Background: an optimization exercise with open tools, aiming at small area. Do not read the settings as production practice.
In this exercise RTL edits were held to simulation tests only and were not proved equivalent to the original.
Power figures rest on the tool's default switching activity, not on a simulated workload.

**flow/run.sh**
```bash
#!/bin/bash
# The standard layout, with every port buffered by the smallest buffer (buf_1) instead of the
# cell buffer_ports picks by default, I/O pins one routing track apart instead of two so that
# the ports fit around a smaller die, and clock tree synthesis without dummy loads.
# Everything else is the standard.sh unchanged; ORFS's logs stay under orfs/logs.
set -euo pipefail
bash standard.sh "BUFFER_PORTS_ARGS=-buffer_cell sky130_fd_sc_hd__buf_1" \
	"PLACE_PINS_ARGS=-min_distance 1 -min_distance_in_tracks" \
	"CTS_ARGS=-sink_clustering_enable -repair_clock_nets -buf_list sky130_fd_sc_hd__clkbuf_4 -sink_clustering_size 10 -sink_clustering_max_diameter 40 -dont_use_dummy_load" \
	finish > make_finish.log 2>&1
```
**standard.sh**
```bash
#!/bin/bash
# synth_recipe.tcl (not shown) runs the flow's synth.tcl, then flattens the netlist and writes it again
# the make line also repeats each setting of config.mk as NAME=value (left out here)
make -C /OpenROAD-flow-scripts/flow DESIGN_CONFIG=/design/flow/config.mk WORK_HOME=/design/flow/orfs CLKGATE_MAP_FILE= SYNTH_SCRIPT=/design/flow/synth_recipe.tcl "${@:-finish}"
```
**config.mk**
```make
export PLATFORM = sky130hd
export DESIGN_NAME = pipe_latches
export DESIGN_NICKNAME = pipe_latches
export VERILOG_FILES = /design/flow/design.v
export SDC_FILE = /design/flow/constraint.sdc
export NUM_CORES = 4
export LEC_CHECK = 0
export CAP_MARGIN = 5
export CORE_AREA = 5 5 255 125
export DIE_AREA = 0 0 260 130
export SLEW_MARGIN = 5
export SYNTH_HIERARCHICAL = 1
export SYNTH_MINIMUM_KEEP_SIZE = 0
```
**constraint.sdc**
```tcl
create_clock -name core_clock -period 5.0 [get_ports {clk}]
set_input_delay 1.0000 -clock core_clock [delete_from_list [all_inputs] [get_ports {clk}]]
set_output_delay 1.0000 -clock core_clock [all_outputs]
set_load 0.01 [all_outputs]
```
**design.v**
```verilog
`default_nettype none
package pipe_pkg;
	typedef logic [31:0] word_t;
	localparam word_t nop_inst = 32'h0000_0013;  
	typedef logic [2:0] cause_t;
endpackage
`default_nettype wire
`default_nettype none
module fetch_ctl (
	input logic reset,
	input logic flush,
	input logic stall,
	input logic icache_stall,
	input pipe_pkg::cause_t exc,
	output logic clear,       
	output logic take_pc,     
	output logic keep_pc,     
	output logic take_inst,   
	output logic keep_inst,   
	output logic set_flush    
);
	logic has_exc;
	assign has_exc = |exc;
	assign clear = reset || flush;
	assign take_pc = !clear && (has_exc || (!stall && !icache_stall));
	assign keep_pc = !clear && !has_exc && (stall || icache_stall);
	assign take_inst = !clear && !has_exc && !stall && !icache_stall;
	assign keep_inst = !clear && !has_exc && stall;
	assign set_flush = flush && !reset;
endmodule
module fetch_latch #(
	parameter pipe_pkg::word_t pc_initial = 32'h0000_1000
) (
	input logic clk,
	input logic reset,
	input logic flush,
	input logic stall,
	input logic icache_stall,
	input pipe_pkg::cause_t exc,
	input logic [65:0] slot_in,
	output logic [65:0] slot,
	output pipe_pkg::cause_t cause,
	output pipe_pkg::word_t addr  
);
	logic clear, take_pc, keep_pc, take_inst, keep_inst, set_flush;
	fetch_ctl i_ctl (
		.reset(reset), .flush(flush), .stall(stall), .icache_stall(icache_stall), .exc(exc),
		.clear(clear), .take_pc(take_pc), .keep_pc(keep_pc), .take_inst(take_inst),
		.keep_inst(keep_inst), .set_flush(set_flush)
	);
	pipe_pkg::word_t pc_or_addr;
	pipe_pkg::word_t inst;
	logic psw;
	logic is_flush;
	pipe_pkg::cause_t c;
	always_ff @(posedge clk) begin
		pc_or_addr <= (slot_in[65:34] & {32{take_pc}}) | (pc_or_addr & {32{keep_pc}})
			| (pc_initial & {32{clear}});
		inst <= (slot_in[33:2] & {32{take_inst}}) | (inst & {32{keep_inst}})
			| (pipe_pkg::nop_inst & {32{!take_inst && !keep_inst}});
		psw <= (slot_in[1] & take_pc) | (psw & keep_pc);
		is_flush <= (slot_in[0] & take_inst) | (is_flush & keep_pc) | set_flush;
		c <= (exc & {3{!clear}}) | (c & {3{keep_pc}});
	end
	logic held;
	assign held = |c;
	assign slot = {held ? pc_initial : pc_or_addr, inst, psw, is_flush};
	assign cause = c;
	assign addr = held ? pc_or_addr : '0;
endmodule
`default_nettype wire
`default_nettype none
module decode_ctl (
	input logic reset,
	input logic flush,
	input logic stall,
	input logic hazard,
	input pipe_pkg::cause_t exc,
	output logic idle,        
	output logic take,        
	output logic keep,        
	output logic keep_ctrl,   
	output logic set_flush,   
	output logic take_rec,    
	output logic keep_rec     
);
	logic clear, has_exc;
	assign clear = reset || flush;
	assign has_exc = |exc;
	assign idle = clear || has_exc;
	assign take = !idle && !stall && !hazard;
	assign keep = !idle && (stall || hazard);
	assign keep_ctrl = !idle && stall;
	assign set_flush = flush && !reset;
	assign take_rec = !clear && (has_exc || !stall);
	assign keep_rec = !clear && !has_exc && stall;
endmodule
module decode_latch #(
	parameter pipe_pkg::word_t pc_initial = 32'h0000_1000
) (
	input logic clk,
	input logic reset,
	input logic flush,
	input logic stall,
	input logic hazard,
	input pipe_pkg::cause_t exc,
	input logic [147:0] slot_in,
	input pipe_pkg::cause_t cause_in,
	input pipe_pkg::word_t addr_in,
	output logic [147:0] slot,
	output pipe_pkg::cause_t cause,
	output pipe_pkg::word_t addr
);
	localparam logic [147:0] dx_idle = {pc_initial, 116'd0};
	logic idle, take, keep, keep_ctrl, set_flush, take_rec, keep_rec;
	decode_ctl i_ctl (
		.reset(reset), .flush(flush), .stall(stall), .hazard(hazard), .exc(exc),
		.idle(idle), .take(take), .keep(keep), .keep_ctrl(keep_ctrl), .set_flush(set_flush),
		.take_rec(take_rec), .keep_rec(keep_rec)
	);
	logic [147:0] keep_v;
	assign keep_v = {{128{keep}}, {18{keep_ctrl}}, keep, keep};
	pipe_pkg::cause_t cause_new;
	assign cause_new = cause_in | (exc & {3{!(|cause_in)}});
	always_ff @(posedge clk) begin
		slot[147:1] <= (slot_in[147:1] & {147{take}}) | (slot[147:1] & keep_v[147:1])
			| (dx_idle[147:1] & {147{idle}});
		slot[0] <= (slot_in[0] & take) | (slot[0] & keep) | set_flush;
		cause <= (cause_new & {3{take_rec}}) | (cause & {3{keep_rec}});
		addr <= (addr_in & {32{take_rec}}) | (addr & {32{keep_rec}});
	end
endmodule
`default_nettype wire
`default_nettype none
module execute_ctl (
	input logic reset,
	input logic flush,
	input logic stall,
	input pipe_pkg::cause_t exc,
	output logic idle,        
	output logic take,        
	output logic keep,        
	output logic set_flush,   
	output logic take_rec,    
	output logic keep_rec     
);
	logic clear, has_exc;
	assign clear = reset || flush;
	assign has_exc = |exc;
	assign idle = clear || has_exc;
	assign take = !idle && !stall;
	assign keep = !idle && stall;
	assign set_flush = flush && !reset;
	assign take_rec = !clear && (has_exc || !stall);
	assign keep_rec = !clear && !has_exc && stall;
endmodule
module execute_latch #(
	parameter pipe_pkg::word_t pc_initial = 32'h0000_1000
) (
	input logic clk,
	input logic reset,
	input logic flush,
	input logic stall,
	input pipe_pkg::cause_t exc,
	input logic [107:0] slot_in,
	input pipe_pkg::cause_t cause_in,
	input pipe_pkg::word_t addr_in,
	output logic [107:0] slot,
	output pipe_pkg::cause_t cause,
	output pipe_pkg::word_t addr
);
	localparam logic [107:0] xm_idle = {pc_initial, 76'd0};
	logic idle, take, keep, set_flush, take_rec, keep_rec;
	execute_ctl i_ctl (
		.reset(reset), .flush(flush), .stall(stall), .exc(exc),
		.idle(idle), .take(take), .keep(keep), .set_flush(set_flush),
		.take_rec(take_rec), .keep_rec(keep_rec)
	);
	pipe_pkg::cause_t cause_new;
	assign cause_new = cause_in | (exc & {3{!(|cause_in)}});
	always_ff @(posedge clk) begin
		slot[107:1] <= (slot_in[107:1] & {107{take}}) | (slot[107:1] & {107{keep}})
			| (xm_idle[107:1] & {107{idle}});
		slot[0] <= (slot_in[0] & take) | (slot[0] & keep) | set_flush;
		cause <= (cause_new & {3{take_rec}}) | (cause & {3{keep_rec}});
		addr <= (addr_in & {32{take_rec}}) | (addr & {32{keep_rec}});
	end
endmodule
`default_nettype wire
`default_nettype none
module writeback_ctl (
	input logic reset,
	input logic flush,
	input logic stall,
	input pipe_pkg::cause_t exc,
	input pipe_pkg::cause_t cause_in,
	output logic take,        
	output logic keep,        
	output logic set_flush,   
	output logic pass_rec,    
	output logic new_rec      
);
	logic clear, has_exc, exc_here;
	assign clear = reset || flush;
	assign has_exc = |exc;
	assign exc_here = !clear && has_exc;
	assign take = !clear && !has_exc && !stall;
	assign keep = !clear && !has_exc && stall;
	assign set_flush = flush && !reset;
	assign pass_rec = exc_here && cause_in == 3'd1;
	assign new_rec = exc_here && cause_in == 3'd0 && (exc == 3'd1 || exc == 3'd2);
endmodule
module writeback_latch (
	input logic clk,
	input logic reset,
	input logic flush,
	input logic stall,
	input logic is_ecall,
	input pipe_pkg::cause_t exc,
	input pipe_pkg::word_t mem_addr,
	input logic [71:0] slot_in,
	input pipe_pkg::cause_t cause_in,
	input pipe_pkg::word_t addr_in,
	output logic [71:0] slot,
	output logic [95:0] rec
);
	logic take, keep, set_flush, pass_rec, new_rec;
	writeback_ctl i_ctl (
		.reset(reset), .flush(flush), .stall(stall), .exc(exc), .cause_in(cause_in),
		.take(take), .keep(keep), .set_flush(set_flush), .pass_rec(pass_rec), .new_rec(new_rec)
	);
	logic [2:0] m;
	pipe_pkg::word_t a;
	logic [2:0] m_take;
	assign m_take = is_ecall ? 3'd7 : cause_in;
	always_ff @(posedge clk) begin
		slot[71:1] <= (slot_in[71:1] & {71{take}}) | (slot[71:1] & {71{keep}});
		slot[0] <= (slot_in[0] & take) | (slot[0] & keep) | set_flush;
		m <= (m_take & {3{take}}) | ({2'b00, pass_rec}) | ({1'b1, exc[1:0]} & {3{new_rec}})
			| (m & {3{keep}});
		a <= (addr_in & {32{take || pass_rec}}) | (mem_addr & {32{new_rec}}) | (a & {32{keep}});
	end
	logic ecall, epc_zero;
	pipe_pkg::cause_t c;
	assign ecall = m == 3'd7;
	assign epc_zero = m == 3'd5 || m == 3'd6;
	assign c = {m[2] && !epc_zero, m[1:0]};
	pipe_pkg::word_t epc;
	assign epc = epc_zero ? '0 : {a[31:2] + {29'd0, ecall}, a[1:0]};
	assign rec = {ecall ? slot[66:35] : {29'd0, c}, a, epc};
endmodule
`default_nettype wire
`default_nettype none
module pipe_latches #(
	parameter pipe_pkg::word_t pc_initial = 32'h0000_1000
) (
	input logic clk,
	input logic reset,
	input logic flush,
	input logic stall,
	input logic icache_stall,
	input logic hazard,
	input logic [65:0] fd_in,
	input logic [147:0] dx_in,
	input logic [107:0] xm_in,
	input logic [71:0] mw_in,
	input logic [31:0] fd_exc,
	input logic [31:0] dx_exc,
	input logic [31:0] xm_exc,
	input logic [31:0] mw_exc,
	input logic [31:0] mem_addr,
	output logic [65:0] fd_out,
	output logic [147:0] dx_out,
	output logic [107:0] xm_out,
	output logic [71:0] mw_out,
	output logic [95:0] fd_rec,
	output logic [95:0] dx_rec,
	output logic [95:0] xm_rec,
	output logic [95:0] mw_rec
);
	pipe_pkg::cause_t fd_cause, dx_cause, xm_cause;
	pipe_pkg::word_t fd_addr, dx_addr, xm_addr;
	fetch_latch #(.pc_initial(pc_initial)) i_fetch_latch (
		.clk(clk),
		.reset(reset),
		.flush(flush),
		.stall(stall),
		.icache_stall(icache_stall),
		.exc(fd_exc[2:0]),
		.slot_in(fd_in),
		.slot(fd_out),
		.cause(fd_cause),
		.addr(fd_addr)
	);
	decode_latch #(.pc_initial(pc_initial)) i_decode_latch (
		.clk(clk),
		.reset(reset),
		.flush(flush),
		.stall(stall),
		.hazard(hazard),
		.exc(dx_exc[2:0]),
		.slot_in(dx_in),
		.cause_in(fd_cause),
		.addr_in(fd_addr),
		.slot(dx_out),
		.cause(dx_cause),
		.addr(dx_addr)
	);
	execute_latch #(.pc_initial(pc_initial)) i_execute_latch (
		.clk(clk),
		.reset(reset),
		.flush(flush),
		.stall(stall),
		.exc(xm_exc[2:0]),
		.slot_in(xm_in),
		.cause_in(dx_cause),
		.addr_in(dx_addr),
		.slot(xm_out),
		.cause(xm_cause),
		.addr(xm_addr)
	);
	writeback_latch i_writeback_latch (
		.clk(clk),
		.reset(reset),
		.flush(flush),
		.stall(stall),
		.is_ecall(xm_in[2]),  
		.exc(mw_exc[2:0]),
		.mem_addr(mem_addr),
		.slot_in(mw_in),
		.cause_in(xm_cause),
		.addr_in(xm_addr),
		.slot(mw_out),
		.rec(mw_rec)
	);
	assign fd_rec = {29'd0, fd_cause, fd_addr, fd_addr};
	assign dx_rec = {29'd0, dx_cause, dx_addr, dx_addr};
	assign xm_rec = {29'd0, xm_cause, xm_addr, xm_addr};
endmodule
`default_nettype wire
```
==> results of run 1 <==
==> how the worst min path moves through the flow <==
stage	from	endpoint	slack (ns)	depth (start not counted)
3_3_place_gp	i_decode_latch.slot[76]	i_decode_latch.slot[76]	0.45	1
4_1_cts	dx_in[59]	i_decode_latch.slot[59]	0.38	2
3_5_place_dp	i_writeback_latch.slot[20]	i_writeback_latch.slot[20]	0.45	1
2_1_floorplan	i_fetch_latch.psw	i_fetch_latch.psw	0.44	1
5_1_grt	dx_in[76]	i_decode_latch.slot[76]	0.36	2
6_report	dx_in[76]	i_decode_latch.slot[76]	0.43	2
==> logic make-up (layout without fill, tap and decap cells) <==
kind of cell | count (synthesis) | count (layout) | share of synthesized area (%)
compound gates | 549 | 549 | 25.4
flops | 502 | 502 | 54.1
buf+inv | 359 | 1243 | 12.4
simple gates | 212 | 212 | 7.37
xor+xnor | 13 | 13 | 0.613
fa+ha+maj | 2 | 2 | 0.135
other cells | 1 | 109 | 0.0202
==> per-module statistics from Yosys (local to each module, per instance), excerpt <==
| module | cell area [sq um] | flops+latches |
|---|---|---|
| decode_ctl | 70.1 | 0 |
| writeback_ctl | 70.1 | 0 |
| pipe_latches | 1380 | 0 |
| execute_ctl | 53.8 | 0 |
| fetch_ctl | 81.3 | 0 |
| writeback_latch | 4430 | 107 |
==> per-layer routing <==
metal	share of wire (%)	GRT usage, %	up-vias
met4	9.2	30.3	22
met3	12	17.6	466
li1	-	-	7764
met5	0.21	0.556	-
met1	34	39.6	8311
met2	45	59.0	1138
==> cell type report <==
class                           instances  area share (%)
Multi-Input combinational cell        863            29.8
Inverter                               39           0.659
Tap cell                              405            2.28
Sequential cell                       502            45.3
Antenna cell                           22           0.248
Clock buffer                           56            1.89
Timing Repair Buffer                 1148            19.8
==> flip-flops by register name, indices dropped and copies added (netlist names) <==
name,cells
i_decode_latch.slot,148
i_execute_latch.slot,108
i_writeback_latch.slot,72
i_decode_latch.addr,32
i_execute_latch.addr,32
i_fetch_latch.inst,32
i_fetch_latch.pc_or_addr,32
i_writeback_latch.a,32
i_decode_latch.cause,3
i_execute_latch.cause,3
i_fetch_latch.c,3
i_writeback_latch.m,3
i_fetch_latch.is_flush,1
i_fetch_latch.psw,1
==> worst max-delay path: cells and delay by family, from the launching register on <==
kind                     cells  cell delay (ns)
flip-flops                   1             0.47
AO/OA/AOI/OAI                1             0.15
AND/OR/NAND/NOR              4             1.13
buffers and inverters        2             0.46
adder cells (fa/ha/maj)      1             0.40
==> power groups by stage <==
stage / Clock [mW] / Combinational, mW / Sequential [mW]
floorplan: 0 / 0.232 / 4.17
global placement: 0 / 0.385 / 4.16
detailed placement: 0 / 0.392 / 4.16
CTS: 1.78 / 0.394 / 4.07
global route: 1.96 / 0.437 / 4.08
finish: 1.77 / 0.403 / 4.07
==> layout by cell type, fill, tap and decap left out, types with 22 or more instances in the layout <==
cell / count
clkbuf_4: 56
inv_1: 39
a222oi_1: 32
and2_1: 62
conb_1: 87
nor2b_1: 39
a22o_1: 448
dfxtp_1: 502
diode_2: 22
buf_1: 1134
==> run notes, run 1 <==
In this run the worst setup path begins at i_writeback_latch.m[1]. The mapped netlist covers 18600 sq um. The number of nets with antenna violations after routing is 0, and the leakage power summed over all cells is 8.49 nW. For the utilization of the core after routing, the log shows 76.0%.

Compared with the post-synthesis result, the final layout area differs by 19.6%. The run finished with no timing, DRC or antenna violations. In the routed layout, each cell is associated on average with a via count of 5.83.

Proportion of power drawn by the clock network: 28.4%. The overall global routing resource usage was 37.7%. In this run the vertical extent of the chip is 130 um. The average cell area after synthesis came out at 11.3 sq um. The die is 260 um wide. The most used flip-flop cell after synthesis is dfxtp_1. For this run, the post-layout net count is 3172. The number of unique standard cell types used by synthesis was 52. In the final layout, the share of cells above drive strength 1 is 3.57%. The worst setup path is launched from a flop. The end of the worst register-to-register path is i_writeback_latch.a[12]. The smallest clock period supported by the final layout is computed as 4.32 ns.

Pin placement for this block handled 1338 I/O pins. By count the netlist is led by 502 x dfxtp_1, 448 x a22o_1, 194 x buf_4. Excluding fillers, the count of instances in the completed layout stands at 3035. For this design, the slowest cell found on the critical path is dfxtp_1.

For the number of DRC violations after detailed routing, the log shows 0. Among all cell types in the netlist, the one instantiated most often is dfxtp_1. The initial utilization of the core area, before any placement, comes to 63.5%.

The worst register-to-register path begins at i_execute_latch.cause[2]. The count of hold-fix buffers inserted at cts is 0, and the clock buffer count from CTS is 56. The run gives 7 as the iteration count of the initial detailed-routing pass. The routed length per instance is 23.6 um, and the power spent charging and discharging nets is 1.54 mW. The worst reg-to-reg path cell count is 5.

The count of cells resized by post-cts repair came out at 0. The type of the worst setup path is flop to output pin. The worst setup slack before clock tree synthesis was 1.42 ns. The logs give 0 for the number of endpoints failing setup at the final stage and 6630 sq um for the area of the multi-input gates. The run gives 0 as the max-capacitance violation count. The logs give 0.75 ns for the clock latency on the worst-skew pair and 4.00 ns for the data required time at the worst endpoint. The final critical path takes up 86.5% of the cycle. Counting flops with a built-in enable in the synthesized netlist gives 0. For this run, the top clock speed supported by timing is 231 MHz. The worst hold path class was input pin to flop.

The final hold violation count was 0; the number of inserted filler cells in the final layout was 2330. The root buffer cell chosen for the clock tree is clkbuf_4. Counting every instance in the synthesized netlist gives 1638.

The detailed router finished its first iteration with 1662 violations. The H-tree was split into 2 levels. Final count of pins violating max slew: 0.

The sum of internal, switching and leakage power was 6.25 mW. The internal power of the cells totals 4.71 mW. No sink is reached through more buffers than the 3 on the longest clock path. Sequential cells account for 65.2% of the total power.

In this run, synthesis produced a sequential element count of 502. The area share of the largest cell type after synthesis was 54.1%; the final RePlAce weighted congestion was 1.12. The worst setup path is captured at an output pin.

The number of vias after detailed routing was 17700. The placed standard-cell area was 21700 sq um; the largest fanout on the critical path was 31. Clock-pin slew was measured on the worst setup and hold paths at 0.11 ns. The sequential cells in the finished layout cover a total of 10000 sq um. The logs give 502 for the number of sinks on the clock net and 71.7 mm for the routed wire length. The count of buffers inserted at the top-level ports was 1134.

Across all register-to-register paths, the minimum setup slack is 3.08 ns. Total power density per cell area: 281 nW/um^2. For the worst setup path, the data arrival time is 3.32 ns. The logs give 0.429 ns for the hold slack and 131 for the largest net degree at the start of global routing.

The most critical setup path has its endpoint at mw_rec[25]. For this run the aggregate overflow at the end of global routing stands at 0. The total core area was 29200 sq um; the number of rows in the core area was 43.

The via count of the first global-routing pass is 15900. For the total placed cells including tap cells, the log shows 2957. After synthesis, the cell types taking the most area are dfxtp_1 54%, a22o_1 21%, buf_4 7.8%. The run gives 18.4% as the worst relative slew slack. The fraction of registers with async set or reset after synthesis works out to 0%.

After routing the design area is 22200 sq um. On the worst path, the slowest cell contributes a delay of 0.47 ns. The worst-case IR drop observed on VDD is 0.144 mV.

After routing, the total negative slack on setup checks comes to 0 ns. TritonCTS built the clock tree. The wire-length estimate of the detail-placed layout is 56.1 mm.

The switching part of the total power is 24.7%, and the pin slew with the least headroom to its limit is 1.22 ns. The critical path goes through and3_1, buf_4, ha_1, and4_1, nand4_1, or3_1, a21oi_1, buf_1. Setup repair after global routing left no endpoint under its margin. Across the routed clock network, the largest skew measured is 0.0802 ns.

The number of buffers added for setup after CTS was 0; the final worst slack was 0.677 ns. The first global-routing pass estimated 98.9 mm of wire. The logs give 54.1% for the sequential-to-total area share from yosys stat and 33800 sq um for the total die area. Initial antenna violation count: 23. The cell type contributing the most total cell area after synthesis is dfxtp_1. Per report_power, the combinational group accounts for 6.5% of the total. For this run, the number of Yosys warnings is 10.
==> run 2: changes to the inputs <==
--- a/config.mk
+++ b/config.mk
@@ -7,6 +7,6 @@
 export LEC_CHECK = 0
-export CAP_MARGIN = 5
+export CAP_MARGIN = 20
 export CORE_AREA = 5 5 255 125
 export DIE_AREA = 0 0 260 130
-export SLEW_MARGIN = 5
+export SLEW_MARGIN = 20
 export SYNTH_HIERARCHICAL = 1
==> run notes, run 2 <==
The leakage power summed over all cells was 8.50 nW. Counting instances in the post-synthesis netlist gives the leading cell types as 502 x dfxtp_1, 448 x a22o_1, 194 x buf_4. The initial antenna violation count came out at 23. The synthesized netlist devotes 0.135% of its cell area to adder and majority cells. Once the clock tree was built, the resizer swapped 0 gates to a different size.

Summed over its instances, the top area cell type makes up 54.1% of the synthesized netlist area. In this run, synthesis produced a sequential element count of 502. In this run the number of H-tree levels came out at 2.

Once placement finished, the instance area stood at 21700 sq um. The net count of the finished layout is 3173. Routability-driven placement finished with a final weighted congestion of 1.12. Setup violations remaining at the end of the flow were counted as 0.

The tools report the max-capacitance violation count as 0. In this run the standard cell core region covers 29200 sq um. The count of buffers inserted at the top-level ports is 1134, and the clock slew at the register clock pins of the worst setup and hold paths is 0.11 ns. Yosys printed 10 warnings.

The fraction of registers with async set or reset after synthesis came out at 0%. Together, buffers and inverters on the worst path number 2. Power spread over the standard cell area amounts to 281 nW/um^2. After synthesis, the netlist uses 52 different library cells. The first routing iteration left 1705 violations.

The worst-case IR drop observed on VDD is 0.148 mV. The global-route wire length before repair came out at 98.9 mm. After clock tree synthesis, the flow added hold-fix buffers numbering 0. Walking the worst path, the cells encountered are and3_1, buf_4, ha_1, and4_1, nand4_1, or3_1, a21oi_1, buf_1. Slowest cell on the critical path: dfxtp_1. Most used standard cell by instance count after synthesis: dfxtp_1. Number of sinks on the clock net: 502.

The analysis attributes to net switching a power of 1.54 mW. The via count of the first global-routing pass was 15900; the estimated wirelength of the detail-placed design was 56.1 mm. The complex-gate fraction of the synthesized area was 25.4%.

The timing-limited maximum frequency is 231 MHz, and the hold slack is 0.432 ns. The worst hold path class was input pin to flop. The floorplan has 43 rows. Measured against the total synthesized area, the mux share comes to 0%. Setup repair after global routing left no endpoint under its margin. The worst setup path is captured at an output pin. Relative to the synthesized area, the layout overhead comes to 19.7%. Period utilization: 86.6%. The die height came out at 130 um. The dominant combinational cell family by area after synthesis is compound AO/OA/AOI/OAI gates.

Counting I/O delays and the setup requirement, the final critical path takes 4.33 ns. After Yosys synthesis, XOR and XNOR cells account for 0.613% of the synthesized area. The overall die width was 260 um; the sequential-to-total area share from yosys stat was 54.1%. The later pin in the worst-skew pair is clocked with a latency of 0.75 ns. The overall global routing resource usage came out at 37.7%. The proportion of power drawn by the clock network came out at 28.4%. The type of the worst setup path is flop to output pin.

The internal portion of the total power is 4.71 mW. The worst relative slew slack is 25.5%. In the final layout, the share of cells above drive strength 1 is 3.60%.

The switching part of the total power was 24.7%; the largest fanout on the critical path was 31. Summed over all layers, the routed wires come to 71.6 mm. In the routed design, unresolved DRC markers number 0. In the layout the commonest cells are 1134 x buf_1, 502 x dfxtp_1, 448 x a22o_1. The number of vias after detailed routing is 17800, and the average cell area after synthesis is 11.3 sq um.

The tools report the total die area as 33800 sq um. The most instantiated flip-flop cell in the synthesis netlist is dfxtp_1. Combinational logic is responsible for 6.5% of the overall power. TritonCTS built the clock tree. After synthesis, the cell types taking the most area are dfxtp_1 54%, a22o_1 21%, buf_4 7.8%.

The cell type contributing the most total cell area after synthesis is dfxtp_1. The final design area excluding fillers is 22200 sq um. For the pin with the worst max-slew slack, the measured transition is 1.12 ns. The flow ran to the end and the layout has no timing, DRC or antenna violations. The longest clock path from root to sink contains 3 buffers.

The run gives 0 as the number of buffers added for setup after CTS. For the final routed database, the setup TNS stands at 0 ns. The final hold violation count was 0. The synthesized design contains 0 enable-type register cells. The number of clock buffers added by TritonCTS is 56.

The first detailed-routing pass ran for 8 iterations. Leaving out fill and tap cells, the most frequent cell in the layout is buf_1. After technology mapping, the gate count stands at 1638. After detailed routing, the average wire length per cell comes to 23.6 um. The number of top-level pins is 1338. The kind of cell adding the most delay to the critical path was simple AND/OR/NAND/NOR gates. The via count normalized by instance count was 5.85. Entering global routing, the biggest net connects 131 pins.

The worst setup path is launched from a flop. CTS placed an instance of clkbuf_4 at the clock tree root. The peak per-stage delay on the critical path was 0.48 ns; the starting density of the core was 63.5%. In this run, flip-flops and latches consume 65.2% of the power. The detail route stage leaves a number of antenna-violating nets equal to 0.

Counting the fill cells in the layout gives 2330. Arrival time of data at the critical path endpoint: 3.33 ns. The netlist area before placement is 18600 sq um, and the clock tree skew after final layout is 0.0734 ns.

The total overflow left after global routing is 0. The largest registers in the layout are i_decode_latch.slot (148), i_execute_latch.slot (108), i_writeback_latch.slot (72). The register with the most flip-flops in the layout has 148 of them. For the data required time at the worst endpoint, the log shows 4.00 ns.

The register ranked first by flip-flop count is i_decode_latch.slot. The final count of pins violating max slew was 0; the post-synthesis simple-gate area fraction was 7.37%.
-- run 2: metrics by stage --
step                total power, mW  worst slack, ns  utilization (%)  std cells
detailed placement             4.56             1.42             74.4       2957
global placement               4.55             1.48             74.4       2957
global route                   6.48            0.411             75.9       3023
CTS                            6.24            0.617             75.8       3013
floorplan                      4.40             1.75                -       1724
finish                         6.25            0.672             76.1       3037
-- run 2: final cells by class --
class                      instances  area, sq um  area share (%)
antenna                           23         57.6           0.259
clock buffer                      56          420            1.89
inverter                          39          146           0.659
multi-input combinational        863         6630            29.8
sequential                       502        10000            45.2
tap                              405          507            2.28
timing repair buffer            1149         4410            19.9
-- run 2: final timing paths --
path	from	to	slack, ns	cells past startpoint
max	i_writeback_latch.m[1]	mw_rec[25]	0.67	8
min reg2reg	i_decode_latch.slot[46]	i_decode_latch.slot[46]	0.48	1
max reg2reg	i_execute_latch.cause[2]	i_writeback_latch.a[9]	3.07	5
min	dx_in[76]	i_decode_latch.slot[76]	0.43	2
-- run 2: cells by family after synthesis --
| family | after synthesis |
|---|---|
| AO/OA/AOI/OAI | 549 |
| flip-flops | 502 |
| buffers and inverters | 359 |
| AND/OR/NAND/NOR | 212 |
| XOR/XNOR | 13 |
| adder cells (fa/ha/maj) | 2 |
| other | 1 |
-- run 2: layer usage --
| metal | part of all wire, % | global-route usage [%] | up-vias |
|---|---|---|---|
| met1 | 34 | 39.6 | 8344 |
| met2 | 45 | 59.0 | 1165 |
| li1 | - | - | 7764 |
| met5 | 0.19 | 0.556 | - |
| met4 | 9.0 | 30.3 | 20 |
| met3 | 12 | 17.6 | 469 |
-- run 2: power by group through the flow --
stage          Sequential (mW)  Clock (mW)  Combinational (mW)
2_1_floorplan             4.17           0               0.232
3_3_place_gp              4.16           0               0.385
3_5_place_dp              4.16           0               0.392
4_1_cts                   4.07        1.78               0.394
5_1_grt                   4.08        1.96               0.437
6_report                  4.07        1.77               0.403
-- run 2: worst register-to-register path: cells and delay by family, from the launching register on --
| family | cells | cell delay [ns] |
|---|---|---|
| AND/OR/NAND/NOR | 3 | 0.88 |
| AO/OA/AOI/OAI | 1 | 0.45 |
| flip-flops | 1 | 0.40 |
| buffers and inverters | 1 | 0.06 |
-- run 2: Yosys stat by module (local to each module, per instance), a selection --
module | copies in the design | flip-flops and latches | area (sq um)
decode_ctl | 1 | 0 | 70.1
execute_ctl | 1 | 0 | 53.8
pipe_latches | 1 | 0 | 1380
writeback_ctl | 1 | 0 | 70.1
writeback_latch | 1 | 107 | 4430
fetch_ctl | 1 | 0 | 81.3
==> run 3: changes to the inputs <==
--- a/flow/run.sh
+++ b/flow/run.sh
@@ -7,3 +7,3 @@
 bash standard.sh "BUFFER_PORTS_ARGS=-buffer_cell sky130_fd_sc_hd__buf_1" \
-	"PLACE_PINS_ARGS=-min_distance 1 -min_distance_in_tracks" \
+	"PLACE_PINS_ARGS=-min_distance 1 -min_distance_in_tracks" SKIP_REPAIR_TIE_FANOUT=1 \
 	"CTS_ARGS=-sink_clustering_enable -repair_clock_nets -buf_list sky130_fd_sc_hd__clkbuf_4 -sink_clustering_size 10 -sink_clustering_max_diameter 40 -dont_use_dummy_load" \
==> run notes, run 3 <==
The total overflow left after global routing is 0. The slowest stage of the critical path belongs to the cell dfxtp_1. Timing analysis after detailed placement gives a worst setup slack of 1.42 ns. After synthesis, the cell types taking the most area are dfxtp_1 54%, a22o_1 21%, buf_4 7.8%. Counting flops and latches in the post-synthesis netlist gives 502.

The logs give 18600 sq um for the netlist area before placement and 21400 sq um for the placed standard-cell area. The tools report the count of cells resized by post-cts repair as 0. The kind of cell adding the most delay to the critical path was simple AND/OR/NAND/NOR gates. The clock buffer count from CTS is 56. Clock tree synthesis selected as its root buffer the cell clkbuf_4. In this run the tightest slew margin relative to its limit is 28.4%. The die covers 33800 sq um. The clock reaches the later pin of the worst-skew pair after 0.74 ns. The register with the most flip-flops in the layout has 148 of them. The worst hold path class was input pin to flop.

The logs give 16300 for the via count of the first global-routing pass and 0.0669 ns for the clock tree skew after final layout. For this run, the slowest stage of the critical path takes 0.46 ns. The run gives 4.00 ns as the data required time at the worst endpoint. The number of unique standard cell types used by synthesis was 52.

The final hold violation count is 0, and the sum of internal, switching and leakage power is 6.22 mW. Number of DRC violations after detailed routing: 0. Leaving out fill and tap cells, the most frequent cell in the layout is buf_1.

Type of destination of the critical path: an output pin. The worst setup path is of the flop to output pin kind. The run gives 0 as the number of endpoints failing setup at the final stage. In the layout the commonest cells are 1134 x buf_1, 502 x dfxtp_1, 448 x a22o_1.

The total core area was 29200 sq um. The via count normalized by instance count is 5.89, and the number of vias after detailed routing is 17400. The logs give 8.24 nW for the leakage power summed over all cells and 0 for the max-capacitance violation count.

In the finished design, the share of the clock period the worst path needs comes to 87.3%. The pin slew with the least headroom to its limit is 1.07 ns. By instance count, the leading cell after synthesis is dfxtp_1. The global-route wire length before repair is 97.4 mm. The worst setup path is launched from a flop.

After clock tree synthesis, the clock-pin slew on the worst setup and hold paths is 0.11 ns. Before antenna repair, the detailed router went through 8 iterations. The count of nets after finishing is 3090, and the number of buffers added for setup after CTS is 0. Synthesis handed over a netlist of 1638 instances. The fraction of registers with async set or reset after synthesis is 0%, and the arrival time of data at the critical path endpoint is 3.37 ns. Among all flip-flop cells after synthesis, the most frequent one is dfxtp_1. The overall die width was 260 um.

Initial antenna violation count: 29. The floorplan step set the die height to 130 um. TritonCTS built the clock tree. In this run the count of I/O pins placed on the die edge is 1338. Across every metal layer, demand over resource in global routing totals 37.1%.

The longest clock path from root to sink contains 3 buffers. Entering global routing, the biggest net connects 88 pins. Setup repair after global routing left no endpoint under its margin. Once detail routing completed, the nets flagged for antenna violations numbered 0. The tree built by TritonCTS fans out to 502 sinks.

The final RePlAce weighted congestion is 1.11. Relative to the synthesized area, the layout overhead comes to 18.1%. For the count of hold-fix buffers inserted at cts, the log shows 0. For this configuration, the core starts out at a cell density of 63.5%.

The final design area excluding fillers is 21900 sq um. The synthesized design spends more area on one cell type than any other, namely dfxtp_1. The worst path needs 4.37 ns of the cycle, external delays included. The H-tree level count came out at 2. In this run, synthesis inferred 0 flip-flops with an integrated enable.

Input and output buffers added on the ports amount to 1134. Ranked by instance count, the synthesized netlist is headed by 502 x dfxtp_1, 448 x a22o_1, 194 x buf_4. Of the synthesized area, sequential elements account for 54.1%.

The worst-case IR drop observed on VDD is 0.157 mV. The total power density per cell area was 284 nW/um^2; the final count of pins violating max slew was 0. Along the worst path, the maximum fanout reaches 31. The largest registers in the layout are i_decode_latch.slot (148), i_execute_latch.slot (108), i_writeback_latch.slot (72).

Final worst slack: 0.635 ns. Walking the worst path, the cells encountered are and3_1, buf_4, ha_1, and4_1, nand4_1, or3_1, a21oi_1, buf_1. In the final timing run, aggregate negative setup slack is 0 ns. Averaged over all synthesized cells, the footprint is 11.3 sq um. Fraction of layout instances using a drive strength above 1: 3.84%. The routed length per instance came out at 23.5 um. The flow ran to the end and the layout has no timing, DRC or antenna violations.

The run gives 43 as the number of rows in the core area. The routed design has 69.5 mm of wire. After the first detailed-routing iteration, the DRC count stood at 1563.

Timing would allow up to 229 MHz. The top cell type by area accounts for 54.1% of the synthesized area. The number of buffers and inverters on the critical path works out to 2. The Yosys step of the flow raised 10 warnings.

Ranked by flip-flop count, first place goes to i_decode_latch.slot. The estimated wirelength of the detail-placed design was 53.9 mm.
==> run 3: layout make-up <==
| class | count | area [sq um] |
|---|---|---|
| sequential | 502 | 10000 |
| clock buffer | 56 | 420 |
| fill | 2305 | 7290 |
| multi-input combinational | 777 | 6300 |
| timing repair buffer | 1152 | 4430 |
| antenna | 29 | 72.6 |
| inverter | 39 | 146 |
| tap | 405 | 507 |
==> run 3: logic make-up (layout without fill, tap and decap cells) <==
kind of cell	count (synthesis)	count (layout)	share of synthesized area [%]
fa+ha+maj	2	2	0.135
xor+xnor	13	13	0.613
buf+inv	359	1247	12.4
flops	502	502	54.1
simple gates	212	212	7.37
compound gates	549	549	25.4
other cells	1	30	0.0202
==> run 3: worst paths after layout <==
check,start,endpoint,slack (ns),depth (start not counted)
setup / recovery,i_writeback_latch.m[0],mw_rec[25],0.63,8
hold reg to reg,i_fetch_latch.inst[26],i_fetch_latch.inst[26],0.48,1
hold / removal,mw_in[35],i_writeback_latch.slot[35],0.40,2
setup reg to reg,i_fetch_latch.c[2],i_decode_latch.addr[7],3.03,5
==> run 3: worst register-to-register path, cell delays in order, from the launching register on <==
cell and delay, ns:
dfxtp_1 0.41, nor3_4 0.47, buf_6 0.28, buf_4 0.30
nor2b_1 0.13, a22o_1 0.24
==> run 3: per-stage QoR <==
step | hold slack (ns) | util (%) | instances
4_1_cts | 0.368 | 74.8 | 2930
3_5_place_dp | 0.451 | 73.3 | 2874
2_1_floorplan | 0.440 | - | 1638
6_report | 0.403 | 75.1 | 2960
5_1_grt | 0.383 | 75.0 | 2952
3_3_place_gp | 0.450 | 73.3 | 2873
==> run 3: Yosys stat by module (local to each module, per instance), excerpt <==
module | flip-flops and latches | cell area (sq um) | cells inside | copies in the design
writeback_latch | 107 | 4430 | 450 | 1
pipe_latches | 0 | 1380 | 184 | 1
execute_ctl | 0 | 53.8 | 8 | 1
writeback_ctl | 0 | 70.1 | 8 | 1
fetch_ctl | 0 | 81.3 | 11 | 1
decode_ctl | 0 | 70.1 | 10 | 1
==> run 3: metal layers <==
| layer | GRT usage [%] | wire length, um |
|---|---|---|
| met3 | 14.3 | 7080 |
| met4 | 35.1 | 7220 |
| met5 | 1.39 | 138 |
| met2 | 58.9 | 32100 |
| met1 | 38.2 | 23000 |
==> run 3: power by group <==
part	total [mW]	leakage, nW	internal, mW	switching [mW]
Clock	1.75	0.258	0.513	1.24
Sequential	4.07	4.05	4.04	0.0354
Combinational	0.401	3.92	0.158	0.243
==> run 4: changes to the inputs <==
--- a/flow/run.sh
+++ b/flow/run.sh
@@ -3,3 +3,4 @@
 # cell buffer_ports picks by default, I/O pins one routing track apart instead of two so that
-# the ports fit around a smaller die, and clock tree synthesis without dummy loads.
+# the ports fit around a smaller die, clock tree synthesis without dummy loads, and the
+# synthesized tie cell left to drive all constant outputs (no per-load tie duplication).
 # Everything else is the standard.sh unchanged; ORFS's logs stay under orfs/logs.
==> run notes, run 4 <==
The routed design has 69.5 mm of wire. Setup violations remaining at the end of the flow were counted as 0. Combinational fraction of design power: 6.4%.

The type of destination of the critical path was an output pin. The area growth from synthesis to layout is 18.1%. Global routing consumed, on the met3 layer, 14.3% of the routing resources.

The worst path in the final design needs a cycle of 4.37 ns, including I/O delays and setup. The most common cell in the synthesized netlist is dfxtp_1. For the starting density of the core, the log shows 63.5%. The switching part of the total power came out at 24.3%.

The DRC marker count from the first detailed-route iteration was 1563; the estimated wirelength of the detail-placed design was 53.9 mm. The H-tree was split into 2 levels. After synthesis, the most frequently instantiated cells are 502 x dfxtp_1, 448 x a22o_1, 194 x buf_4.

For the number of unique standard cell types used by synthesis, the log shows 52. The tools report the timing-limited maximum frequency as 229 MHz. In the synthesized netlist the async set-or-reset flop fraction comes to 0%.

In the synthesized netlist the dominant register cell turns out to be dfxtp_1. Across the run, the number of max-cap violations was 0. For this run, global-route usage on met1 was measured as 38.2%. The path class of the tightest hold or removal check is input pin to flop.

The run gives 1.11 as the final RePlAce weighted congestion. Leaving out fill and tap cells, the most frequent cells in the layout are 1134 x buf_1, 502 x dfxtp_1, 448 x a22o_1. Number of top-level pins: 1338. The run gives 0.74 ns as the clock latency on the worst-skew pair.

TritonCTS built the clock tree. Leaving out filler cells and counting taps, the final layout contains 2960. The number of sinks on the clock net was 502; the pin slew with the least headroom to its limit was 1.07 ns. In this run the cell area measured after placement is 21400 sq um. Counting along the longest clock path gives a buffer depth of 3. The layer flagged by global routing as most heavily used is met2.

The register ranked first by flip-flop count was i_decode_latch.slot. The worst relative slew slack is 28.4%. By area the synthesized netlist is led by dfxtp_1 54%, a22o_1 21%, buf_4 7.8%.

The tools report the global-route wire length before repair as 97.4 mm. The routed layout has 17400 vias. The tools report the total die area as 33800 sq um.

Setup repair after global routing left no endpoint under its margin. The flip-flop count of the largest register, all copies and words added is 148, and the sequential power share is 65.4%. After global routing the overflow that remains totals 0. The cell count after synthesis came out at 1638. In this run the power spent charging and discharging nets is 1.51 mW. Internal power comes to 4.71 mW. Clock tree synthesis inserted a total of 56 buffers. Overall global routing resource usage: 37.1%. Via count of the first global-routing pass: 16300. The die is 260 um wide. Clock-pin slew was measured on the worst setup and hold paths at 0.11 ns. Summed over all cells, the static leakage comes to 8.24 nW. From bottom edge to top edge, the die measures 130 um.

After floorplanning, the core was divided into 43 placement rows. In the routed layout, each cell is associated on average with a via count of 5.89. The worst supply voltage drop on vdd was 0.157 mV.

The average cell area after synthesis works out to 11.3 sq um. Counting flops and latches in the post-synthesis netlist gives 502. The tools report the sequential-to-total area share from yosys stat as 54.1%. The number of buffers added for setup after CTS was 0; the number of warnings issued by yosys was 10. The final count of pins violating max slew is 0, and the total core area is 29200 sq um. The routed length per instance was 23.5 um. The type of the worst setup path was flop to output pin. Cell type contributing the most total cell area after synthesis: dfxtp_1. The period utilization works out to 87.3%. The run finished with no timing, DRC or antenna violations.

The largest registers in the layout are i_decode_latch.slot (148), i_execute_latch.slot (108), i_writeback_latch.slot (72). The initial antenna violation count came out at 29. The commonest non-fill, non-tap cell in the layout is buf_1. Global routing used 58.9% of the available met2 tracks.

The total power density per cell area is 284 nW/um^2, and the count of cells resized by post-cts repair is 0. The tools report the number of DRC violations after detailed routing as 0. The number of enable-type register cells in the synthesized netlist is 0, and the final design area excluding fillers is 21900 sq um. The iteration count of the initial detailed-routing pass is 8. Largest net degree at the start of global routing: 88.

The run gives 0.403 ns as the hold slack. The number of nets with antenna violations after routing came out at 0. The setup TNS was 0 ns. The utilization of the core after routing was 75.1%; the largest fanout on the critical path was 31. The data required time at the worst endpoint was 4.00 ns. The startpoint type of the worst setup path was a flop.

The run gives 0.0669 ns as the clock tree skew after final layout. Data arrives at the worst endpoint at 3.37 ns. The final hold violation count was 0; the area share of the largest cell type after synthesis was 54.1%. In the final layout, the share of cells above drive strength 1 is 3.84%. The run gives 18600 sq um as the netlist area before placement.

The count of hold-fix buffers inserted at cts was 0. Buffers placed on the I/O ports in this run total 1134. The tools report the count of nets after finishing as 3090.

The run gives 2874 as the total placed cells including tap cells. The tools report the cell chosen for the clock root as clkbuf_4. The proportion of power drawn by the clock network is 28.1%.
[run 4: cell counts in the layout (fill, tap and decap cells not counted)]
No cell type changed its count.
[run 4: cell families after synthesis]
kind of cell / count (synthesis) / synth area share (%)
xor gates and xnor gates: 13 / 0.613
buffers and inverters: 359 / 12.4
AOI/OAI and AO/OA: 549 / 25.4
adders and majority gates: 2 / 0.135
other: 1 / 0.0202
and+or+nand+nor: 212 / 7.37
DFF: 502 / 54.1
[run 4: power by group through the flow]
stage	Combinational [mW]	Sequential [mW]	Clock, mW
2_1_floorplan	0.232	4.17	0
3_3_place_gp	0.385	4.16	0
3_5_place_dp	0.393	4.16	0
4_1_cts	0.394	4.07	1.77
5_1_grt	0.435	4.08	1.95
6_report	0.401	4.07	1.75
[run 4: worst max-delay path, stage by stage (launching register included)]
cell and delay (ns):
dfxtp_1 0.46, and3_1 0.19, buf_4 0.25, ha_1 0.40, and4_1 0.36, nand4_1 0.22
or3_1 0.36, a21oi_1 0.15, buf_1 0.22
[run 4: stage by stage]
| stage | power [mW] | setup WS, ns |
|---|---|---|
| 3_5_place_dp | 4.56 | 1.42 |
| 5_1_grt | 6.46 | 0.431 |
| 6_report | 6.22 | 0.635 |
| 3_3_place_gp | 4.55 | 1.46 |
| 4_1_cts | 6.23 | 0.611 |
| 2_1_floorplan | 4.40 | 1.75 |
[run 4: area by class of cell]
| class | instances | area [sq um] |
|---|---|---|
| flip-flops and latches | 502 | 10000 |
| fillers | 2305 | 7290 |
| multi-input cells | 777 | 6300 |
| repair buffers | 1152 | 4430 |
| well taps | 405 | 507 |
| clock buffers | 56 | 420 |
| inverters | 39 | 146 |
| diodes | 29 | 72.6 |
[run 4: final timing paths]
kind	cells after the start	slack [ns]	start	to
worst max-delay path	8	0.63	i_writeback_latch.m[0]	mw_rec[25]
worst min-delay path	2	0.40	mw_in[35]	i_writeback_latch.slot[35]
worst min register to register	1	0.48	i_fetch_latch.inst[26]	i_fetch_latch.inst[26]
worst max register to register	5	3.03	i_fetch_latch.c[2]	i_decode_latch.addr[7]
[run 4: metal layers]
layer	wire (um)	share of wire [%]
met3	7080	10
met2	32100	46
met1	23000	33
met5	138	0.20
met4	7220	10
[run 4: per-module statistics from Yosys, one instance, submodules excluded, excerpt]
| module | times used | cells | flops+latches | cell area (sq um) |
|---|---|---|---|---|
| writeback_latch | 1 | 450 | 107 | 4430 |
| writeback_ctl | 1 | 8 | 0 | 70.1 |
| fetch_ctl | 1 | 11 | 0 | 81.3 |
| decode_ctl | 1 | 10 | 0 | 70.1 |
| pipe_latches | 1 | 184 | 0 | 1380 |
| execute_ctl | 1 | 8 | 0 | 53.8 |
==> run 5: changes to the inputs <==
--- a/design.v
+++ b/design.v
@@ -50,3 +50,5 @@
 	);
+	pipe_pkg::word_t pc_or_addr_n;  
 	pipe_pkg::word_t pc_or_addr;
+	assign pc_or_addr = ~pc_or_addr_n;
 	pipe_pkg::word_t inst;
@@ -56,4 +58,4 @@
 	always_ff @(posedge clk) begin
-		pc_or_addr <= (slot_in[65:34] & {32{take_pc}}) | (pc_or_addr & {32{keep_pc}})
-			| (pc_initial & {32{clear}});
+		pc_or_addr_n <= (~slot_in[65:34] & {32{take_pc}}) | (pc_or_addr_n & {32{keep_pc}})
+			| (~pc_initial & {32{clear}});
 		inst <= (slot_in[33:2] & {32{take_inst}}) | (inst & {32{keep_inst}})
--- a/config.mk
+++ b/config.mk
@@ -8,4 +8,4 @@
 export CAP_MARGIN = 20
-export CORE_AREA = 5 5 255 125
-export DIE_AREA = 0 0 260 130
+export CORE_AREA = 5 5 245 145
+export DIE_AREA = 0 0 250 150
 export SLEW_MARGIN = 20
==> run notes, run 5 <==
The start of the worst register-to-register path is i_execute_latch.cause[2]. The biggest area contributor in the post-synthesis netlist is dfxtp_1. The final count of pins violating max slew is 0, and the post-route non-filler standard cell count is 3025.

The longest clock path from root to sink contains 3 buffers. At the worst endpoint, the required time is 4.00 ns. The routed layout has 17900 vias. The tools report the clock tree skew after final layout as 0.0440 ns. The number of cells on the worst hold path came out at 2. For this design the top-level I/O count stands at 1338.

After layout, the minimum clock period comes to 4.25 ns. The number of hold buffers added after CTS was 0. The worst-case IR drop observed on VDD is 0.200 mV.

The area share of the largest cell type after synthesis is 54.3%, and the iteration count of the initial detailed-routing pass is 31. From synthesis to final layout, the design area changed by 18.1%. The overall die width is 250 um. The worst hold path belongs to the class input pin to flop. After detailed routing, the average wire length per cell comes to 24.8 um.

The tools report the sum of overflow across all layers after global routing as 0. Clock tree synthesis selected as its root buffer the cell clkbuf_4. TritonCTS built the clock tree. After detailed routing, the number of remaining DRC violations is 0.

Type of the worst setup path: flop to output pin. The count of buffers inserted at the top-level ports works out to 1134. For the number of endpoints failing setup at the final stage, the log shows 0. In this run the cell area of the synthesized design comes to 18500 sq um. Across every metal layer, demand over resource in global routing totals 36.1%. The largest fanout on the critical path was 7. For the total placed cells including tap cells, the log shows 2952.

The synthesized netlist cell count is 1676, and the via count of the first global-routing pass is 16800. In the final layout, the share of cells above drive strength 1 is 4.10%. The run gives 108 as the largest net degree at the start of global routing.

Number of enable-type register cells in the synthesized netlist: 0. For this configuration, the core starts out at a cell density of 55.6%. The number of sinks on the clock net came out at 502. The run finished with no timing, DRC or antenna violations. TritonCTS created 56 clock buffers. Max-cap violations in this run came to 0.

After the last flow step, the layout net total stands at 3122. The routed design has 75.0 mm of wire. In this run the register-to-register setup slack is 2.98 ns. Based on the critical path, the design can be clocked at up to 235 MHz.

The commonest cells after synthesis are 502 x dfxtp_1, 417 x a22o_1, 193 x buf_4. In this run the static leakage power is 8.17 nW. The flip-flop count of the largest register, all copies and words added was 148; the average cell area after synthesis was 11.0 sq um. The tools report the number of buffers added for setup after CTS as 0. The via count normalized by instance count works out to 5.93.

The critical path starts at i_writeback_latch.m[1]. The initial antenna violation count was 20; the pin slew with the least headroom to its limit was 1.05 ns. Sorting the synthesized cells by area gives the leading types as dfxtp_1 54%, a22o_1 20%, buf_4 7.8%. STA puts the critical path data arrival time at 3.25 ns.

The run gives 1.00 as the final RePlAce weighted congestion. Clock-pin slew was measured on the worst setup and hold paths at 0.11 ns. After the first detailed-routing iteration, the DRC count stood at 1477. The most instantiated flip-flop cell in the synthesis netlist is dfxtp_1.

Counting flops per register, the top entry is i_decode_latch.slot. The last element of the critical path was mw_rec[25]. Worst relative slew slack: 29.8%. The clock reaches the later pin of the worst-skew pair after 0.77 ns.

For this run, asynchronously set or reset flops after synthesis account for 0%. The largest registers in the layout are i_decode_latch.slot (148), i_execute_latch.slot (108), i_writeback_latch.slot (72). For this run, the register share of the synthesized area comes to 54.3%. The worst setup path is captured at an output pin.

Setup repair after global routing left no endpoint under its margin. The number of different library cells used by synthesis comes to 51. Most used standard cell by instance count after synthesis: dfxtp_1. The final critical path takes up 85.1% of the cycle. The number of warnings issued by yosys is 10, and the number of flip-flops and latches in the synthesized netlist is 502. The worst setup path is launched from a flop.

End of the worst register-to-register path: i_writeback_latch.a[26]. The core region is 33200 sq um. The count of nets left with antenna violations once routing finished came out at 0. In this run, post-CTS repair resized a total of 0 instances. The commonest non-fill, non-tap cell in the layout is buf_1. Row generation in the floorplan step produced 51 rows. The setup TNS was 0 ns. The die is 150 um tall. The first global-routing pass estimated 105 mm of wire. Once detailed placement completed, the half-perimeter wirelength came to 58.0 mm. The final hold violation count is 0.

The library cells used most frequently in the layout, excluding fill and tap cells, are 1134 x buf_1, 502 x dfxtp_1, 417 x a22o_1. The die covers 37500 sq um. The H-tree level count is 2, and the worst reg-to-reg path cell count is 5.

For this design the ratio of total power to cell area is 289 nW/um^2.
-- run 5: cell count changes after synthesis, moves of 10 or more --
cell     change
nor2b_1     -32
and2_1      -31
nor2_2      +10
a22o_1      -31
nor2_1      +53
o21ai_0     +32
a21oi_1     +31
-- run 5: layer usage --
layer  vias to the layer above  share of wire (%)  track usage [%]
met1                      8433                 36             41.2
met2                      1297                 45             54.7
met3                       418                 11             13.8
li1                       7775                  -                -
met5                         -               0.11                0
met4                        12                8.6             28.4
-- run 5: where the power goes --
group / internal (mW) / switching, mW
sequential: 4.04 / 0.0484
combinational: 0.161 / 0.291
clock: 0.513 / 1.26
-- run 5: critical path: stages, from the launching register on --
cell and delay, ns:
dfxtp_1 0.51, and3_1 0.25, ha_1 0.38, and4_1 0.35, nand4_1 0.26, or3_1 0.38, a21oi_1 0.16, buf_1 0.22
-- run 5: worst min-delay path by stage --
stage | from | end
5_1_grt | fd_in[34] | i_fetch_latch.pc_or_addr_n[0]
2_1_floorplan | i_fetch_latch.psw | i_fetch_latch.psw
3_3_place_gp | i_execute_latch.slot[74] | i_execute_latch.slot[74]
3_5_place_dp | i_fetch_latch.inst[2] | i_fetch_latch.inst[2]
4_1_cts | fd_in[38] | i_fetch_latch.pc_or_addr_n[4]
6_report | fd_in[51] | i_fetch_latch.pc_or_addr_n[17]
-- run 5: per-module statistics from Yosys (local to each module, per instance), a selection --
module           cell area, sq um  cells inside
writeback_ctl                70.1             8
fetch_ctl                    81.3            11
decode_ctl                   70.1            10
pipe_latches                 1380           184
execute_ctl                  53.8             8
writeback_latch              4430           450
-- run 5: cells by family (layout without fill, tap and decap cells) --
group           after synthesis  after routing  share of synthesized area [%]
flops                       502            502                           54.3
buf+inv                     364           1246                           12.6
other cells                   1             18                         0.0203
compound gates              580            580                           25.6
simple gates                214            214                           6.69
xor+xnor                     13             13                          0.616
fa+ha+maj                     2              2                          0.135
-- run 5: layout make-up --
class | instances | area [sq um]
antenna | 17 | 42.5
clock buffer | 56 | 420
fill | 2956 | 11400
inverter | 40 | 150
multi-input combinational | 810 | 6210
sequential | 502 | 10000
tap | 450 | 563
timing repair buffer | 1150 | 4410
-- run 5: metrics by stage --
step                      utilization [%]  area [sq um]  hold slack (ns)  worst slack [ns]  power, mW
after detailed placement             64.3         21400            0.451              1.50       4.62
after CTS                            65.6         21800            0.300             0.721       6.35
after global routing                 65.7         21800            0.336             0.516       6.56
after global placement               64.3         21400            0.450              1.57       4.62
final                                65.7         21800            0.379             0.746       6.32
after floorplan                         -         18500            0.440              1.75       4.44

what the ideal ports hide:
How much do the figures lean on ideal ports? The routed layouts below were timed once more, with nothing changed but the port constraints. Step 1 sets driving cells, clkbuf_16 on the clock port and buf_2 on the other inputs (assumed; they add their load-dependent delay and slew). Step 2 adds t to the input delays and takes it off the output delays; t is the mean of the earliest and latest rising clock arrival at the registers after step 1. Input paths then give back, and output paths get back, about the clock's delay inside the block. a / b / c = ideal ports / drivers / drivers and shift; a / b = the first two.
run	t (ns)	slack for setup (ns)	worst register clock-pin slew, ns
run 1	0.773	0.677 / 0.627 / 1.401	0.12 / 0.12
run 2	0.776	0.672 / 0.622 / 1.398	0.12 / 0.12
run 3	0.785	0.635 / 0.584 / 1.369	0.11 / 0.11
run 4	0.785	0.635 / 0.584 / 1.369	0.11 / 0.11
run 5	0.806	0.746 / 0.694 / 1.407	0.12 / 0.12
After both steps setup and hold are still met in every run listed.
